Context: an optimization exercise on an open-source flow, tuned for small area and a short achievable clock period. The choices shown serve that exercise and are no tape-out recipe. The RTL was checked by simulation tests, not by an equivalence proof against the original design. Power figures rest on the tool's default switching activity, not on a simulated workload.

== juniper ==
Design adder_tree_25, start of the top module:
module adder_tree_25 (
    input  logic         clk,
    input  logic         rst,
    input  logic         in_valid,
    input  logic [399:0] in_data,
    output logic         res_valid,
    output logic [15:0]  res
);
    wire s1;
    wire c2;
    wire s3;
    wire c4;
    wire s5;
    wire c6;
    wire s7;
    wire c8;
    wire s9;
    wire c10;
    wire s11;
    wire c12;
    wire s13;
    wire c14;
    wire s15;
    wire c16;
    wire s17;
    wire c18;
    wire s19;
    wire c20;
    wire s21;
    wire c22;
    wire s23;
    wire c24;
    wire s25;
    wire c26;
    wire s27;
    wire c28;
    wire s29;
    wire c30;
    wire s31;
    wire c32;
    wire s33;
    wire c34;
    wire s35;
    wire c36;
    wire s37;
    wire c38;
    wire s39;
    wire c40;
    wire s41;
    wire c42;
    wire s43;
    wire c44;
    wire s45;
    wire c46;
    wire s47;
    wire c48;
    wire s49;
    wire c50;
    wire s51;
    wire c52;
    wire s53;
    wire c54;
    wire s55;
    wire c56;
    wire s57;
    wire c58;
    wire s59;
    wire c60;
    wire s61;
    wire c62;
    wire s63;
    wire c64;
    wire s65;
    wire c66;
    wire s67;
    wire c68;
    wire s69;
    wire c70;
    wire s71;
    wire c72;
    wire s73;
    wire c74;
    wire s75;
    wire c76;
    wire s77;
    wire c78;
    wire s79;
    wire c80;
    wire s81;
    wire c82;
    wire s83;
    wire c84;
    wire s85;
    wire c86;
    wire s87;
    wire c88;
    wire s89;
    wire c90;
    wire s91;
    wire c92;
    wire s93;
    wire c94;
    wire s95;
    wire c96;
    wire s97;
  ...
==> flow/config.mk <==
export PLATFORM = sky130hd
export DESIGN_NAME = adder_tree_25
export DESIGN_NICKNAME = adder_tree_25
export VERILOG_FILES = /design/flow/design.v
export SDC_FILE = /design/flow/constraint.sdc
export NUM_CORES = 4
export LEC_CHECK = 0
export CAP_MARGIN = 20
export CORE_MARGIN = 2
export CORE_UTILIZATION = 40
export CTS_BUF_LIST = sky130_fd_sc_hd__clkbuf_8
export CTS_CLUSTER_DIAMETER = 60
export CTS_CLUSTER_SIZE = 20
export SETUP_SLACK_MARGIN = 1.1
export SLEW_MARGIN = 20
==> flow/constraint.sdc <==
create_clock -name core_clock -period 3.0 [get_ports {clk}]
set_input_delay 0.6000 -clock core_clock [delete_from_list [all_inputs] [get_ports {clk}]]
set_output_delay 0.6000 -clock core_clock [all_outputs]
set_load 0.01 [all_outputs]
standard.sh (not shown) runs the stock make flow with config.mk's settings and CLKGATE_MAP_FILE= SYNTH_SCRIPT=/design/flow/synth_recipe.tcl, a recipe that flattens the netlist after the stock synthesis.
==> flow/flow/run.sh <==
#!/bin/bash
# Own layout flow: the standard flow (standard.sh) with two changes.
#  1. After the standard synthesis, fapol.py re-chooses the polarity of the
#     full-adder cells so that the inverters extract_fa leaves around them go;
#     a Yosys equivalence proof against the standard netlist must pass, else
#     the standard netlist is kept.
#  2. Port buffers are sky130_fd_sc_hd__buf_1 (every port still gets one).
# Each tool writes its full output to a log file of its own in this folder.
set -uo pipefail
export BUFFER_PORTS_ARGS="-buffer_cell sky130_fd_sc_hd__buf_1"
HERE=$(pwd)
bash standard.sh synth > synth.log 2>&1 || exit 1
NET=$HERE/orfs/results/sky130hd/adder_tree_25/base/1_2_yosys.v
cp "$NET" "$HERE/netlist_standard.v"
if python3 "$HERE/flow/fapol.py" "$HERE/netlist_standard.v" "$HERE/netlist_fapol.v" > fapol.log 2>&1; then
  cat > equiv.ys <<EOT
read_liberty -ignore_miss_func $FLOW_HOME/platforms/sky130hd/lib/sky130_fd_sc_hd__tt_025C_1v80.lib
read_verilog $HERE/netlist_standard.v
rename $FLOW_TOP gold
read_verilog $HERE/netlist_fapol.v
rename $FLOW_TOP gate
setattr -mod -unset top gold gate
flatten gold gate
rename -hide gold/w:_* gate/w:_*
equiv_make gold gate eq
hierarchy -top eq
equiv_simple -seq 0
equiv_induct
equiv_status -assert
EOT
  if yosys -s equiv.ys > equiv.log 2>&1; then
    cp "$HERE/netlist_fapol.v" "$NET"
    touch "$NET"
    echo "fapol netlist used" >> fapol.log
  else
    echo "equivalence failed: standard netlist kept" >> fapol.log
  fi
fi
bash standard.sh finish > finish.log 2>&1
Other scripts of this flow, unchanged in this note and not shown: flow/flow/fapol.py
juniper: done, clean on timing, DRC and antenna
What garnet does differently from juniper at the input level:
- CTS_BUF_LIST changed from sky130_fd_sc_hd__clkbuf_8 to sky130_fd_sc_hd__clkbuf_4 sky130_fd_sc_hd__clkbuf_8
- CTS_CLUSTER_SIZE changed from 20 to 12
- CTS_CLUSTER_DIAMETER changed from 60 to 40
## What came out
- Row maximum clock frequency: garnet higher / juniper lower
- Status: total track usage parity (juniper, garnet)
- Combinational cell fraction of total power | garnet below juniper
Edits applied to the flow inputs when going from garnet to pepper:
- clearing CTS_CLUSTER_DIAMETER, which used to be 40
- clearing CTS_CLUSTER_SIZE, which used to be 12
- swapping 1.1 for 0.8 in SETUP_SLACK_MARGIN
- clearing CTS_BUF_LIST, which used to be sky130_fd_sc_hd__clkbuf_4 sky130_fd_sc_hd__clkbuf_8
==> comparison <==
pepper finished every stage and its layout cleared the timing, design-rule and antenna checks. Count of TritonRoute iterations in the first routing pass came out exactly the same in pepper and garnet. | number of vias in the routed layout | lower: garnet |. [pepper vs garnet] cell area: lower in pepper.

==> separate check: timing with driven ports <==
No port has a modelled driver above. Below, the same layouts with a new extraction and two added sets of constraints. Step 1 sets driving cells, clkbuf_16 on the clock port and buf_2 on the other inputs (assumed; they add their load-dependent delay and slew). Step 2 moves the port delays by t, midway between the first and last clock arrival at a register: inputs arrive t later, outputs are due t later. That takes back most of the time a late clock gives input paths. a / b / c = ideal / step 1 / step 2; a / b = the first two.
run | shift t [ns] | setup slack, ns | worst setup path after step 2 | slew at the worst register clock pin (ns) | pins driven straight from the clock port
juniper | 0.533 | 1.080 / 1.080 / 0.615 | input to register | 0.12 / 0.12 | 1
garnet | 0.581 | 1.094 / 1.094 / 0.596 | input to register | 0.08 / 0.08 | 1
pepper | 0.543 | 0.963 / 0.963 / 0.542 | input to register | 0.06 / 0.06 | 1
After both steps every run listed still meets setup and hold. The setup slack of garnet, which loses most, moves by 0.000 ns with the drivers and by -0.498 ns with both steps.
